Context: an optimization exercise on an open-source flow, tuned for small area. The choices shown serve that exercise and are no tape-out recipe.
The RTL was checked by simulation tests, not by an equivalence proof against the original design.
Power and IR drop assume default switching activity.

==> flow/design.v <==
package rvvi_trace_pkg;
   localparam int XLEN    = 32;
   localparam int ORDER_W = 64;
   localparam int GPR_NUM = 32;
   localparam int GPR_AW  = 5;
   localparam int NUM_CSR = 5;
   typedef enum logic [2:0] {
      CSR_MSTATUS,
      CSR_MIE,
      CSR_MTVEC,
      CSR_MEPC,
      CSR_MCAUSE
   } csr_idx_e;
   localparam int EXC_CAUSE_W  = 6;
   localparam int DBG_CAUSE_W  = 3;
   localparam int INTR_CAUSE_W = 11;
   localparam logic [EXC_CAUSE_W-1:0] EXC_INSTR_BUS_FAULT = 6'd24;
   localparam logic [DBG_CAUSE_W-1:0] DBG_CAUSE_EBREAK  = 3'd1;
   localparam logic [DBG_CAUSE_W-1:0] DBG_CAUSE_TRIGGER = 3'd2;
   localparam logic [INTR_CAUSE_W-1:0] NMI_LOAD_CAUSE  = 11'd1024;
   localparam logic [INTR_CAUSE_W-1:0] NMI_STORE_CAUSE = 11'd1025;
   typedef enum logic {
      FAULT_IDLE,
      FAULT_ACTIVE
   } fault_state_e;
endpackage
`timescale 1ns/10ps
module rvvi_trace_top (
   input  logic                                                        rvvi,
   input  logic                                                        rst_n_i,
   input  logic                                                        rvfi_valid_i,
   input  logic [rvvi_trace_pkg::ORDER_W-1:0]                          rvfi_order_i,
   input  logic [rvvi_trace_pkg::XLEN-1:0]                             rvfi_insn_i,
   input  logic [rvvi_trace_pkg::XLEN-1:0]                             rvfi_pc_rdata_i,
   input  logic                                                        rvfi_trap_i,
   input  logic                                                        rvfi_trap_exception_i,
   input  logic                                                        rvfi_trap_debug_i,
   input  logic [rvvi_trace_pkg::EXC_CAUSE_W-1:0]                      rvfi_exc_cause_i,
   input  logic [rvvi_trace_pkg::DBG_CAUSE_W-1:0]                      rvfi_dbg_cause_i,
   input  logic                                                        rvfi_intr_i,
   input  logic                                                        rvfi_intr_interrupt_i,
   input  logic [rvvi_trace_pkg::INTR_CAUSE_W-1:0]                     rvfi_intr_cause_i,
   input  logic                                                        rvfi_nmip_i,
   input  logic [rvvi_trace_pkg::GPR_AW-1:0]                           rvfi_rd_addr_i,
   input  logic [rvvi_trace_pkg::XLEN-1:0]                             rvfi_rd_wdata_i,
   input  logic [rvvi_trace_pkg::NUM_CSR-1:0][rvvi_trace_pkg::XLEN-1:0] csr_rdata_i,
   input  logic [rvvi_trace_pkg::NUM_CSR-1:0][rvvi_trace_pkg::XLEN-1:0] csr_wdata_i,
   input  logic [rvvi_trace_pkg::NUM_CSR-1:0][rvvi_trace_pkg::XLEN-1:0] csr_rmask_i,
   input  logic [rvvi_trace_pkg::NUM_CSR-1:0][rvvi_trace_pkg::XLEN-1:0] csr_wmask_i,
   input  logic [rvvi_trace_pkg::GPR_AW-1:0]                           gpr_raddr_i,
   output logic                                                        retire_valid_o,
   output logic [rvvi_trace_pkg::XLEN-1:0]                             retire_count_o,
   output logic [rvvi_trace_pkg::XLEN-1:0]                             insn_o,
   output logic [rvvi_trace_pkg::XLEN-1:0]                             pc_o,
   output logic                                                        trap_o,
   output logic [rvvi_trace_pkg::NUM_CSR-1:0][rvvi_trace_pkg::XLEN-1:0] csr_value_o,
   output logic [rvvi_trace_pkg::NUM_CSR-1:0]                          csr_wb_o,
   output logic [rvvi_trace_pkg::XLEN-1:0]                             gpr_rdata_o,
   output logic [rvvi_trace_pkg::GPR_NUM-1:0]                          gpr_wb_o,
   output logic                                                        nmi_o,
   output logic [rvvi_trace_pkg::INTR_CAUSE_W-1:0]                     nmi_cause_o,
   output logic                                                        ibus_fault_o
);
   localparam int XLEN = rvvi_trace_pkg::XLEN;
   localparam int NREG = rvvi_trace_pkg::GPR_NUM;
   localparam int NCSR = rvvi_trace_pkg::NUM_CSR;
   logic [rvvi_trace_pkg::ORDER_W-1:0] last_order_q;
   logic                               order_seen_q;
   logic                               retire_new;
   assign retire_new = rvfi_valid_i && (!order_seen_q || (rvfi_order_i != last_order_q));
   always_ff @(posedge rvvi) begin
      if (rvfi_valid_i) begin
         last_order_q <= rvfi_order_i;
      end
   end
   always_ff @(posedge rvvi) begin
      if (!rst_n_i) begin
         order_seen_q   <= 1'b0;
         retire_valid_o <= 1'b0;
         retire_count_o <= '0;
      end else begin
         retire_valid_o <= retire_new;
         if (rvfi_valid_i) begin
            order_seen_q <= 1'b1;
         end
         if (retire_new) begin
            retire_count_o <= retire_count_o + 1'b1;
         end
      end
   end
   always_ff @(posedge rvvi) begin
      insn_o <= rvfi_insn_i;
      pc_o   <= rvfi_pc_rdata_i;
   end
   logic trap_hit;
   logic nmi_hit;
   logic ibus_hit;
   assign trap_hit = rvfi_trap_i &&
                     (rvfi_trap_exception_i ||
                      (rvfi_trap_debug_i && ((rvfi_dbg_cause_i == rvvi_trace_pkg::DBG_CAUSE_EBREAK) ||
                                             (rvfi_dbg_cause_i == rvvi_trace_pkg::DBG_CAUSE_TRIGGER))));
   assign nmi_hit = (rvfi_intr_i && rvfi_intr_interrupt_i &&
                     ((rvfi_intr_cause_i == rvvi_trace_pkg::NMI_LOAD_CAUSE) ||
                      (rvfi_intr_cause_i == rvvi_trace_pkg::NMI_STORE_CAUSE))) ||
                    rvfi_nmip_i;
   assign ibus_hit = rvfi_trap_i && rvfi_trap_exception_i &&
                     (rvfi_exc_cause_i == rvvi_trace_pkg::EXC_INSTR_BUS_FAULT);
   always_ff @(posedge rvvi) begin
      if (!rst_n_i) begin
         trap_o       <= 1'b0;
         nmi_o        <= 1'b0;
         ibus_fault_o <= 1'b0;
         nmi_cause_o  <= '0;
      end else if (retire_new) begin
         trap_o       <= trap_hit;
         nmi_o        <= nmi_hit;
         ibus_fault_o <= ibus_hit;
         if (nmi_hit) begin
            nmi_cause_o <= rvfi_intr_cause_i;
         end
      end
   end
   for (genvar i = 0; i < NCSR; i++) begin : g_csr
      always_ff @(posedge rvvi) begin
         if (!rst_n_i) begin
            csr_value_o[i] <= '0;
            csr_wb_o[i]    <= 1'b0;
         end else begin
            csr_wb_o[i] <= retire_new && ((|csr_rmask_i[i]) || (|csr_wmask_i[i]));
            if (retire_new) begin
               csr_value_o[i] <= (csr_wdata_i[i] & csr_wmask_i[i]) |
                                 (csr_rdata_i[i] & ~csr_wmask_i[i]);
            end
         end
      end
   end
   logic [XLEN-1:0] wdata;
   logic [NREG-1:0] wsel;
   logic [XLEN-1:0] regs_q [1:NREG-1];
   assign wdata = rst_n_i ? rvfi_rd_wdata_i : '0;
   always_comb begin
      wsel = '0;
      wsel[rvfi_rd_addr_i] = retire_new;
      wsel[0] = 1'b0;
   end
   for (genvar r = 1; r < NREG; r++) begin : g_gpr
      always_ff @(posedge rvvi) begin
         if (!rst_n_i || wsel[r]) begin
            regs_q[r] <= wdata;
         end
      end
   end
   logic [rvvi_trace_pkg::GPR_AW-1:0] wb_addr_q;
   logic                              wb_valid_q;
   always_ff @(posedge rvvi) begin
      wb_addr_q  <= rvfi_rd_addr_i;
      wb_valid_q <= rst_n_i && retire_new && (rvfi_rd_addr_i != '0);
   end
   always_comb begin
      gpr_wb_o = '0;
      gpr_wb_o[wb_addr_q] = wb_valid_q;
   end
   always_comb begin
      gpr_rdata_o = '0;
      for (int r = 1; r < NREG; r++) begin
         if (gpr_raddr_i == r) begin
            gpr_rdata_o = regs_q[r];
         end
      end
   end
endmodule
export LEC_CHECK = 0
export ABC_AREA = 1
export CAP_MARGIN = 10
export CORE_MARGIN = 2
export CORE_UTILIZATION = 35
export SLEW_MARGIN = 10
create_clock -name core_clock -period 6.0 [get_ports {rvvi}]
standard.sh (not shown) runs the stock make flow with config.mk's settings and CLKGATE_MAP_FILE= SYNTH_SCRIPT=/design/flow/synth_recipe.tcl, a recipe that flattens the netlist after the stock synthesis.
==> flow/flow/run.sh <==
#!/bin/bash
# Own layout flow: the standard ORFS flow, step by step, with
#  - synthesis as standard, except that ABC maps the logic with the area
#    oriented script in flow/abc_area.script (registers are mapped before
#    ABC runs, so they come out as in the standard synthesis)
#  - port buffers made of the smallest buffer (buf_1) instead of clkdlybuf4s50_1
#  - clock tree synthesis without dummy loads, with clkbuf_4 and clkbuf_8 only
# Each step's full output goes to its own log file in the work folder.
set -euo pipefail
W=$(pwd)
sed "s#log_cmd abc {\*}\$abc_args#log_cmd abc {*}[lreplace \$abc_args 0 1 -script $W/flow/abc_area.script]#" \
  "$FLOW_HOME/scripts/synth.tcl" > "$W/own_synth.tcl"
grep -q "abc_area.script\]" "$W/own_synth.tcl"
sed "s#\$::env(SCRIPTS_DIR)/synth.tcl#$W/own_synth.tcl#" "$W/synth_recipe.tcl" > "$W/own_synth_recipe.tcl"
grep -q "own_synth.tcl" "$W/own_synth_recipe.tcl"
KNOBS=(
  "SYNTH_SCRIPT=$W/own_synth_recipe.tcl"
  "BUFFER_PORTS_ARGS=-buffer_cell sky130_fd_sc_hd__buf_1"
  "CTS_ARGS=-sink_clustering_enable -repair_clock_nets -dont_use_dummy_load -buf_list {sky130_fd_sc_hd__clkbuf_4 sky130_fd_sc_hd__clkbuf_8}"
)
for step in synth floorplan place cts route finish; do
  bash standard.sh "${KNOBS[@]}" "$step" > "flow_${step}.log" 2>&1
done
test -f out/final.def
==> flow/flow/abc_area.script <==
strash
&get -n
&fraig -x
&put
scorr
dc2
dretime
strash
&get -n
&dch -f
&nf
&put
The starting point produced a clean layout.
Next try:
==> flow/flow/run.sh (replaced) <==
#!/bin/bash
# Own layout flow: the standard ORFS flow, step by step, with
#  - port buffers made of the smallest buffer (buf_1) instead of clkdlybuf4s50_1
#  - clock tree synthesis without dummy loads
# Each step's full output goes to its own log file in the work folder.
set -euo pipefail
KNOBS=(
  "BUFFER_PORTS_ARGS=-buffer_cell sky130_fd_sc_hd__buf_1"
  "CTS_ARGS=-sink_clustering_enable -repair_clock_nets -dont_use_dummy_load"
)
for step in synth floorplan place cts route finish; do
  bash standard.sh "${KNOBS[@]}" "$step" > "flow_${step}.log" 2>&1
done
test -f out/final.def
--- a/flow/config.mk
+++ b/flow/config.mk
@@ -7,6 +7,7 @@
 export LEC_CHECK = 0
 export ABC_AREA = 1
-export CAP_MARGIN = 10
+export CAP_MARGIN = 20
 export CORE_MARGIN = 2
-export CORE_UTILIZATION = 35
-export SLEW_MARGIN = 10
+export CORE_UTILIZATION = 60
+export PLACE_DENSITY = 0.75
+export SLEW_MARGIN = 20
removed: flow/flow/abc_area.script
Effect:
- The changed run failed in 3_2_place_iop
- synthesized area is higher by about 9%
- synthesized cell count climbs by about 53%
Next try:
==> flow/run.sh (new file) <==
#!/bin/bash
# synth_recipe.tcl (not shown) runs the flow's synth.tcl, then flattens the netlist and writes it again
# the make line also repeats each setting of config.mk as NAME=value (left out here)
make -C /OpenROAD-flow-scripts/flow DESIGN_CONFIG=/design/flow/config.mk WORK_HOME=/design/flow/orfs CLKGATE_MAP_FILE= SYNTH_SCRIPT=/design/flow/synth_recipe.tcl finish
--- a/flow/config.mk
+++ b/flow/config.mk
@@ -9,5 +9,4 @@
 export CAP_MARGIN = 20
 export CORE_MARGIN = 2
-export CORE_UTILIZATION = 60
-export PLACE_DENSITY = 0.75
+export CORE_UTILIZATION = 35
 export SLEW_MARGIN = 20
removed: flow/flow/run.sh
removed: flow/standard.sh
Outcome:
- With this change the flow finished clean
- synthesized cell count is unchanged
- area after synthesis is unchanged
Next try:
==> flow/flow/run.sh (new file) <==
#!/bin/bash
# Own layout flow: the standard ORFS flow, step by step, with
#  - synthesis as standard, except that ABC maps the logic with the area
#    oriented script in flow/abc_area.script (registers are mapped before
#    ABC runs, so they come out as in the standard synthesis)
#  - port buffers made of the smallest buffer (buf_1) instead of clkdlybuf4s50_1
#  - clock tree synthesis without dummy loads, with clkbuf_4 and clkbuf_8 only,
#    in clusters of up to 20 sinks within 60 um
#  - pins one routing track apart instead of two, so that the die can be
#    smaller than the pin count would otherwise allow
# Each step's full output goes to its own log file in the work folder.
set -euo pipefail
W=$(pwd)
sed "s#log_cmd abc {\*}\$abc_args#log_cmd abc {*}[lreplace \$abc_args 0 1 -script $W/flow/abc_area.script]#" \
  "$FLOW_HOME/scripts/synth.tcl" > "$W/own_synth.tcl"
grep -q "abc_area.script\]" "$W/own_synth.tcl"
sed "s#\$::env(SCRIPTS_DIR)/synth.tcl#$W/own_synth.tcl#" "$W/synth_recipe.tcl" > "$W/own_synth_recipe.tcl"
grep -q "own_synth.tcl" "$W/own_synth_recipe.tcl"
KNOBS=(
  "SYNTH_SCRIPT=$W/own_synth_recipe.tcl"
  "PLACE_PINS_ARGS=-min_distance 1 -min_distance_in_tracks"
  "BUFFER_PORTS_ARGS=-buffer_cell sky130_fd_sc_hd__buf_1"
  "CTS_ARGS=-sink_clustering_enable -repair_clock_nets -dont_use_dummy_load -sink_clustering_size 20 -sink_clustering_max_diameter 60 -buf_list {sky130_fd_sc_hd__clkbuf_4 sky130_fd_sc_hd__clkbuf_8}"
)
for step in synth floorplan place cts route finish; do
  bash standard.sh "${KNOBS[@]}" "$step" > "flow_${step}.log" 2>&1
done
test -f out/final.def
==> flow/flow/abc_area.script (new file) <==
strash
&get -n
&fraig -x
&put
scorr
dc2
dretime
strash
&get -n
&dch -f
&nf
&put
==> flow/standard.sh (new file) <==
#!/bin/bash
# synth_recipe.tcl (not shown) runs the flow's synth.tcl, then flattens the netlist and writes it again
# the make line also repeats each setting of config.mk as NAME=value (left out here)
make -C /OpenROAD-flow-scripts/flow DESIGN_CONFIG=/design/flow/config.mk WORK_HOME=/design/flow/orfs CLKGATE_MAP_FILE= SYNTH_SCRIPT=/design/flow/synth_recipe.tcl "${@:-finish}"
--- a/flow/config.mk
+++ b/flow/config.mk
@@ -6,7 +6,6 @@
 export NUM_CORES = 4
 export LEC_CHECK = 0
-export ABC_AREA = 1
-export CAP_MARGIN = 20
+export CAP_MARGIN = 10
 export CORE_MARGIN = 2
-export CORE_UTILIZATION = 35
-export SLEW_MARGIN = 20
+export CORE_UTILIZATION = 55
+export SLEW_MARGIN = 10
removed: flow/run.sh
The new run died in 5_1_grt, error GRT-0116.
Synthesized cell count went down by 35%.
Synthesized area drops by 7.9%.

========
Setup of build 5:
Starts from the design.v that is shown in full above.
==> flow/config.mk <==
export PLATFORM = sky130hd
export DESIGN_NAME = rvvi_trace_top
export DESIGN_NICKNAME = rvvi_trace_top
export VERILOG_FILES = /design/flow/design.v
export SDC_FILE = /design/flow/constraint.sdc
export NUM_CORES = 4
export LEC_CHECK = 0
export ABC_AREA = 1
export CAP_MARGIN = 10
export CORE_MARGIN = 2
export CORE_UTILIZATION = 35
export SLEW_MARGIN = 10
==> flow/constraint.sdc <==
create_clock -name core_clock -period 6.0 [get_ports {rvvi}]
set_input_delay 1.2000 -clock core_clock [delete_from_list [all_inputs] [get_ports {rvvi}]]
set_output_delay 1.2000 -clock core_clock [all_outputs]
set_load 0.01 [all_outputs]
==> flow/flow/run.sh <==
#!/bin/bash
# Own layout flow: the standard ORFS flow, step by step, with
#  - synthesis as standard, except that ABC maps the logic with the area
#    oriented script in flow/abc_area.script (registers are mapped before
#    ABC runs, so they come out as in the standard synthesis)
#  - port buffers made of the smallest buffer (buf_1) instead of clkdlybuf4s50_1
#  - clock tree synthesis without dummy loads, with clkbuf_8 only,
#    in clusters of up to 16 sinks within 60 um
# Each step's full output goes to its own log file in the work folder.
set -euo pipefail
W=$(pwd)
sed "s#log_cmd abc {\*}\$abc_args#log_cmd abc {*}[lreplace \$abc_args 0 1 -script $W/flow/abc_area.script]#" \
  "$FLOW_HOME/scripts/synth.tcl" > "$W/own_synth.tcl"
grep -q "abc_area.script\]" "$W/own_synth.tcl"
sed "s#\$::env(SCRIPTS_DIR)/synth.tcl#$W/own_synth.tcl#" "$W/synth_recipe.tcl" > "$W/own_synth_recipe.tcl"
grep -q "own_synth.tcl" "$W/own_synth_recipe.tcl"
KNOBS=(
  "SYNTH_SCRIPT=$W/own_synth_recipe.tcl"
  "BUFFER_PORTS_ARGS=-buffer_cell sky130_fd_sc_hd__buf_1"
  "CTS_ARGS=-sink_clustering_enable -repair_clock_nets -dont_use_dummy_load -sink_clustering_size 16 -sink_clustering_max_diameter 60 -buf_list {sky130_fd_sc_hd__clkbuf_8}"
)
for step in synth floorplan place cts route finish; do
  bash standard.sh "${KNOBS[@]}" "$step" > "flow_${step}.log" 2>&1
done
test -f out/final.def
==> flow/flow/abc_area.script <==
strash
&get -n
&fraig -x
&put
scorr
dc2
dretime
strash
&get -n
&dch -f
&nf
&put
Here is what was changed in the inputs of build 57 compared with build 5.
# build 5
export LEC_CHECK = 0
export ABC_AREA = 1
export CAP_MARGIN = 10
export CORE_MARGIN = 2
export CORE_UTILIZATION = 35
export SLEW_MARGIN = 10
create_clock -name core_clock -period 6.0 [get_ports {rvvi}]
# build 57
export LEC_CHECK = 0
export ABC_AREA = 1
export CAP_MARGIN = 20
export CORE_MARGIN = 2
export CORE_UTILIZATION = 35
export SLEW_MARGIN = 20
create_clock -name core_clock -period 6.0 [get_ports {rvvi}]
==> flow/flow/run.sh <==
#!/bin/bash
# Own layout flow: the standard ORFS flow, step by step, with
#  - port buffers made of the smallest buffer (buf_1) instead of clkdlybuf4s50_1
#  - clock tree synthesis without dummy loads
# Each step's full output goes to its own log file in the work folder.
set -euo pipefail
KNOBS=(
  "BUFFER_PORTS_ARGS=-buffer_cell sky130_fd_sc_hd__buf_1"
  "CTS_ARGS=-sink_clustering_enable -repair_clock_nets -dont_use_dummy_load"
)
for step in synth floorplan place cts route finish; do
  bash standard.sh "${KNOBS[@]}" "$step" > "flow_${step}.log" 2>&1
done
test -f out/final.def
removed: flow/flow/abc_area.script
==> run summary <==
Build 5 vs build 57, path category of the worst min-delay check: input pin to register vs register to register. Global routing met1 resource utilization ended up 5.3 points lower on build 57 than on build 5. [diff] final design instance area without fill, build 57 relative to build 5: regression. Across both runs, maximum VDD drop was higher for build 57 than for build 5. Summary: with build 5 as the reference, final wirelength in build 57 moved down by more than 10%. Diff build 5 and build 57: number of cells traversed by the worst register-to-register path higher in build 5. On total sequential power, build 5 and build 57 are neck and neck.
diff inputs: build 57 => build 85
==> flow/flow/run.sh <==
#!/bin/bash
# Own layout flow: the standard ORFS flow, step by step, with
#  - synthesis as standard, except that ABC maps the logic with the area
#    oriented script in flow/abc_area.script (registers are mapped before
#    ABC runs, so they come out as in the standard synthesis)
#  - port buffers made of the smallest buffer (buf_1) instead of clkdlybuf4s50_1
#  - clock tree synthesis without dummy loads
# Each step's full output goes to its own log file in the work folder.
set -euo pipefail
W=$(pwd)
sed "s#log_cmd abc {\*}\$abc_args#log_cmd abc {*}[lreplace \$abc_args 0 1 -script $W/flow/abc_area.script]#" \
  "$FLOW_HOME/scripts/synth.tcl" > "$W/own_synth.tcl"
grep -q "abc_area.script\]" "$W/own_synth.tcl"
sed "s#\$::env(SCRIPTS_DIR)/synth.tcl#$W/own_synth.tcl#" "$W/synth_recipe.tcl" > "$W/own_synth_recipe.tcl"
grep -q "own_synth.tcl" "$W/own_synth_recipe.tcl"
KNOBS=(
  "SYNTH_SCRIPT=$W/own_synth_recipe.tcl"
  "BUFFER_PORTS_ARGS=-buffer_cell sky130_fd_sc_hd__buf_1"
  "CTS_ARGS=-sink_clustering_enable -repair_clock_nets -dont_use_dummy_load"
)
for step in synth floorplan place cts route finish; do
  bash standard.sh "${KNOBS[@]}" "$step" > "flow_${step}.log" 2>&1
done
test -f out/final.def
==> flow/flow/abc_area.script (new file) <==
strash
&get -n
&fraig -x
&put
scorr
dc2
dretime
strash
&get -n
&dch -f
&nf
&put
==> comparison <==
Compared with build 57, in build 85 sequential fraction of design power increased 0.3 points, sequential cell area share moved up, via count shows a reduction of about 6%, x dimension of the die down 4.0%, overall power after layout fell by 0.33%. Total length of routed wires sits higher in build 85 than in build 57. Of build 85 and build 57, build 85 shows the higher worst setup slack, with build 57 below it. Build 85 ended with every stage complete and zero timing, DRC or antenna violations. The total sequential power was comparable across build 85 and build 57. Switching power total delta (build 57 -> build 85): insignificant. Comparing build 85 and build 57, the higher placed wire-length estimate after detailed placement was measured on build 85.

## re-timing with driven ports
Ports are ideal in the flow. The routed layouts listed here were re-timed in OpenROAD. Step 1 (the two cells are an assumption about what drives the block):
set clk [get_ports {rvvi}]
set_driving_cell -lib_cell sky130_fd_sc_hd__clkbuf_16 $clk
set_driving_cell -lib_cell sky130_fd_sc_hd__buf_2 [delete_from_list [all_inputs] $clk]
Step 2 adds t to the input delays and takes it off the output delays; t is the mean of the earliest and latest rising clock arrival at the registers after step 1. Input paths then give back, and output paths get back, about the clock's delay inside the block. Three values: ideal ports, drivers, drivers and shift; two values: the first two.
run | t (ns) | setup slack, ns | latest minus earliest clock arrival (ns) | slew at the worst register clock pin (ns)
the first run of note 1 | 0.935 | 0.613 / 0.559 / 0.214 | 0.154 / 0.154 | 0.07 / 0.07
the third run of note 1 | 0.865 | 0.318 / 0.296 / 0.296 | 0.068 / 0.067 | 0.06 / 0.06
build 5 | 0.881 | 0.580 / 0.526 / 0.385 | 0.157 / 0.156 | 0.11 / 0.11
build 57 | 0.807 | 0.432 / 0.408 / 0.408 | 0.093 / 0.093 | 0.07 / 0.07
build 85 | 0.807 | 0.577 / 0.532 / 0.297 | 0.086 / 0.086 | 0.06 / 0.06
After both steps every run listed still meets setup and hold. For the first run of note 1, which loses most, drivers alone change the setup slack by -0.054 ns; drivers and shift together by -0.399 ns.
